This design comes from an exercise in tuning for small area, a short achievable clock period and few clock cycles on the open sky130 flow, not from production work. The RTL was checked by simulation tests, not by an equivalence proof against the original design. No activity file was given, so power comes from the tool's default toggle rates.

Setup of beta:
==> flow/design.v (excerpt) <==
module wr_gen_top (
  input  logic                 clk,
  input  logic                 reset_n,
  input  logic                 i_start,
  input  wr_gen_pkg::count_t   i_nai,
  input  wr_gen_pkg::pattern_t i_base_p,
  input  wr_gen_pkg::addr_t    i_base_x,
  input  wr_gen_pkg::incr_t    i_rai,
  input  wr_gen_pkg::psize_t   i_pattern_size,
  input  wr_gen_pkg::mask_t    i_byte_mask,
  input  logic                 i_wr_ready,
  output logic                 o_busy,
  output logic                 o_wr_valid,
  output wr_gen_pkg::addr_t    o_wr_addr,
  output wr_gen_pkg::line_t    o_wr_data,
  output wr_gen_pkg::mask_t    o_wr_strb
);
  logic                 busy;
  logic                 valid;
  wr_gen_pkg::count_t   rem;       
  wr_gen_pkg::addr_t    addr;      
  wr_gen_pkg::incr_t    rai;       
  logic [31:0]          lanes_n;   
  wr_gen_pkg::mask_t    mask_n;    
  logic [31:0]          lanes;
  logic start_run;
  logic accept;
  logic size1, size2, size4;
  logic size1_q, size2_q, size4_q;   
  logic [31:0] base_lanes;
  logic [31:0] next_lanes;
  ...
Settings: LEC_CHECK=0, ABC_AREA=1, CAP_MARGIN=20, CORE_AREA=5 5 185 185, DIE_AREA=0 0 190 190, SETUP_SLACK_MARGIN=3.5, SLEW_MARGIN=20; clock period 6.0 ns.
standard.sh (not shown) runs the stock make flow with config.mk's settings and CLKGATE_MAP_FILE= SYNTH_SCRIPT=/design/flow/synth_recipe.tcl, a recipe that flattens the netlist after the stock synthesis.
==> flow/flow/run.sh <==
#!/bin/bash
# The standard layout, with the port buffers made from buf_1 cells and the
# pins allowed one routing track apart, so that they fit on a smaller die.
export BUFFER_PORTS_ARGS="-buffer_cell sky130_fd_sc_hd__buf_1"
export PLACE_PINS_ARGS="-min_distance 1 -min_distance_in_tracks"
bash standard.sh > standard.log 2>&1
Testbench counts of beta, summed over its fixed seeds: cycles 134,802.
Setup changes, beta to alpha
Settings: SETUP_SLACK_MARGIN: 3.5 -> 3.8.
- Tool error GRT-0116 stopped alpha during 5_1_grt; no final results.
- Diff beta..alpha | area after synthesis | unchanged
- Placed cell count: beta vs alpha, no meaningful difference
- Comparing number of setup buffers added after CTS for beta and alpha, the bigger number came from alpha.
- When the final numbers for beta and alpha were put side by side, the count of instances resized after the clock tree is built turned out to be greater in alpha.
- Async set or reset register ratio after synthesis: beta vs alpha identical
- Higher placed instance area among beta and alpha: alpha
- Comparing beta against alpha, there is no change at all in x dimension of the die.
- alpha — HPWL after detailed placement 1.1 mm higher, beta as reference

========
Setup of run A:
wr_gen_top, a different RTL version from the one above (not shown whole).
For scale: ~1,700 cells after synthesis, roughly 0.011 mm² of cells after synthesis.
clock: 6.0 ns
lec_check: 0
abc_area: 1
cap_margin: 20
core_area: 2.5 2.5 187.5 187.5
die_area: 0 0 190 190
setup_slack_margin: 3.55
slew_margin: 20
Scripts as last shown in full above: flow/flow/run.sh
Testbench counts of run A, summed over its fixed seeds: cycles 134,802.
The following lists how run B was set up differently from run A:
Settings: SETUP_SLACK_MARGIN changed from 3.55 to 3.5; CORE_AREA changed from 2.5 2.5 187.5 187.5 to 5 5 175 175; DIE_AREA changed from 0 0 190 190 to 0 0 180 180.
Results
- Status | run A and run B | clean except run B
- Run B never completed; the flow aborted with a tool error in 5_1_grt.
- H-tree depth reported by CTS: run B vs run A identical
- Run B reports a lower post-placement cell area than run A does.
- Run B: number of buffers inserted to repair setup after CTS is 3 lower than what run A reported.
- Run B vs. run A: routability-driven placement congestion ratio picked up an extra 8.2%; half-perimeter wire length of the detailed placement result climbed about 16%; synthesized area saw little to no change; pre-CTS worst setup slack picked up an extra 0.15 ns.
- Die extent in x down about 5% in run B wrt run A
> inputs changed (run B -> run C)
Settings: changing DIE_AREA from 0 0 180 180 to 0 0 190 190; changing SETUP_SLACK_MARGIN from 3.5 to 3.55; changing CORE_AREA from 5 5 175 175 to 5 5 185 185.
Findings:
Comparing run C against run B, there is no change at all in total I/O pin count.
[run C] setup fix buffers added after clock tree synthesis rose 2 relative to run B
The synthesized-area fraction occupied by and/or/nand/nor cells was comparable across run C and run B.
Compared run C vs run B, and effective utilization at floorplan is down in run C.
On clock tree buffer depth, run C and run B are neck and neck.
The placed standard-cell area in run C sits 0.47% above the value recorded for run B.
Overall die height, run C and run B, lower one = run B.
Number of buffers added on ports of run B is on par with run C.
Compared run C vs run B, and detailed placer's ending HPWL is down in run C.
Run C completed end to end with timing, DRC and antenna clean.
Run B has higher weighted congestion reported at the end of routability-driven placement than run C.
When run C is set beside run B, its number of instances in the placed design turns out to be 57 larger.

========
wr_gen_top again, from the RTL that the note above started with.
Design wr_gen_top, start of the top module:
module wr_gen_top (
  input  logic                 clk,
  input  logic                 reset_n,
  input  logic                 i_start,
  input  wr_gen_pkg::count_t   i_nai,
  input  wr_gen_pkg::pattern_t i_base_p,
  input  wr_gen_pkg::addr_t    i_base_x,
  input  wr_gen_pkg::incr_t    i_rai,
  input  wr_gen_pkg::psize_t   i_pattern_size,
  input  wr_gen_pkg::mask_t    i_byte_mask,
  input  logic                 i_wr_ready,
  output logic                 o_busy,
  output logic                 o_wr_valid,
  output wr_gen_pkg::addr_t    o_wr_addr,
  output wr_gen_pkg::line_t    o_wr_data,
  output wr_gen_pkg::mask_t    o_wr_strb
);
==> flow/config.mk <==
export PLATFORM = sky130hd
export DESIGN_NAME = wr_gen_top
export DESIGN_NICKNAME = wr_gen_top
export VERILOG_FILES = /design/flow/design.v
export SDC_FILE = /design/flow/constraint.sdc
export NUM_CORES = 4
export LEC_CHECK = 0
export ABC_AREA = 1
export CAP_MARGIN = 20
export CORE_AREA = 5 5 185 185
export DIE_AREA = 0 0 190 190
export SETUP_SLACK_MARGIN = 3.65
export SLEW_MARGIN = 20
==> flow/constraint.sdc <==
create_clock -name core_clock -period 6.0 [get_ports {clk}]
set_input_delay 1.2000 -clock core_clock [delete_from_list [all_inputs] [get_ports {clk}]]
set_output_delay 1.2000 -clock core_clock [all_outputs]
set_load 0.01 [all_outputs]
Scripts as last shown in full above: flow/flow/run.sh
The first run did not get past global routing (5_1_grt) with GRT-0232.
Testbench counts at the start, summed over its fixed seeds: cycles 134,802.
Rerun with:
- CORE_AREA: 5 5 185 185 -> 2 2 188 188
- SETUP_SLACK_MARGIN: 3.65 -> 3.5
=> The changed run completed without violations. Synthesized area stays the same. Synthesized cell count stays the same.
Rerun with:
- CORE_AREA: 2 2 188 188 -> 5 5 185 185
Synthesized cell count does not change.
Power grows by 0.73%.
Die area is unchanged.
Clock power decreases by about 5%.
Area after synthesis does not change.
Core utilization went up by 3.5 points.
Sequential share of layout area falls by 0.42 points.
Sequential power hardly moves.
Via count went up by about 0.4%.
Cell area rose by 1.5%.
Worst setup slack got worse by 33 ps.

==> re-timing with driven ports <==
The flow's constraints put no driver on any port. The routed layouts listed below were extracted and timed again, unchanged, in two steps. Step 1: set_driving_cell puts a clkbuf_16 on clk and a buf_2 on each other input, an assumption about the parent block. Step 2 times the ports against the registers' clock, not the clock port: input delays grow and output delays shrink by t, the midpoint of the rising clock arrivals with the driver on. Three values: no drivers, after step 1, after step 2; two values: the first two.
| run | t, ns | setup WS [ns] | worst setup path after step 2 | worst slew at a driven data input, ns |
|---|---|---|---|---|
| beta | 0.502 | 3.485 / 3.426 / 3.050 | input to register | 0.21 |
| run A | 0.495 | 3.562 / 3.510 / 3.197 | input to register | 0.15 |
| run C | 0.491 | 3.542 / 3.490 / 3.200 | input to register | 0.17 |
| the second run of note 3 | 0.500 | 3.503 / 3.451 / 3.216 | input to register | 0.14 |
| the third run of note 3 | 0.495 | 3.470 / 3.413 / 3.144 | input to register | 0.15 |
After both steps setup and hold are still met in every run listed. The setup slack of beta, which loses most, moves by -0.059 ns with the drivers and by -0.435 ns with both steps.
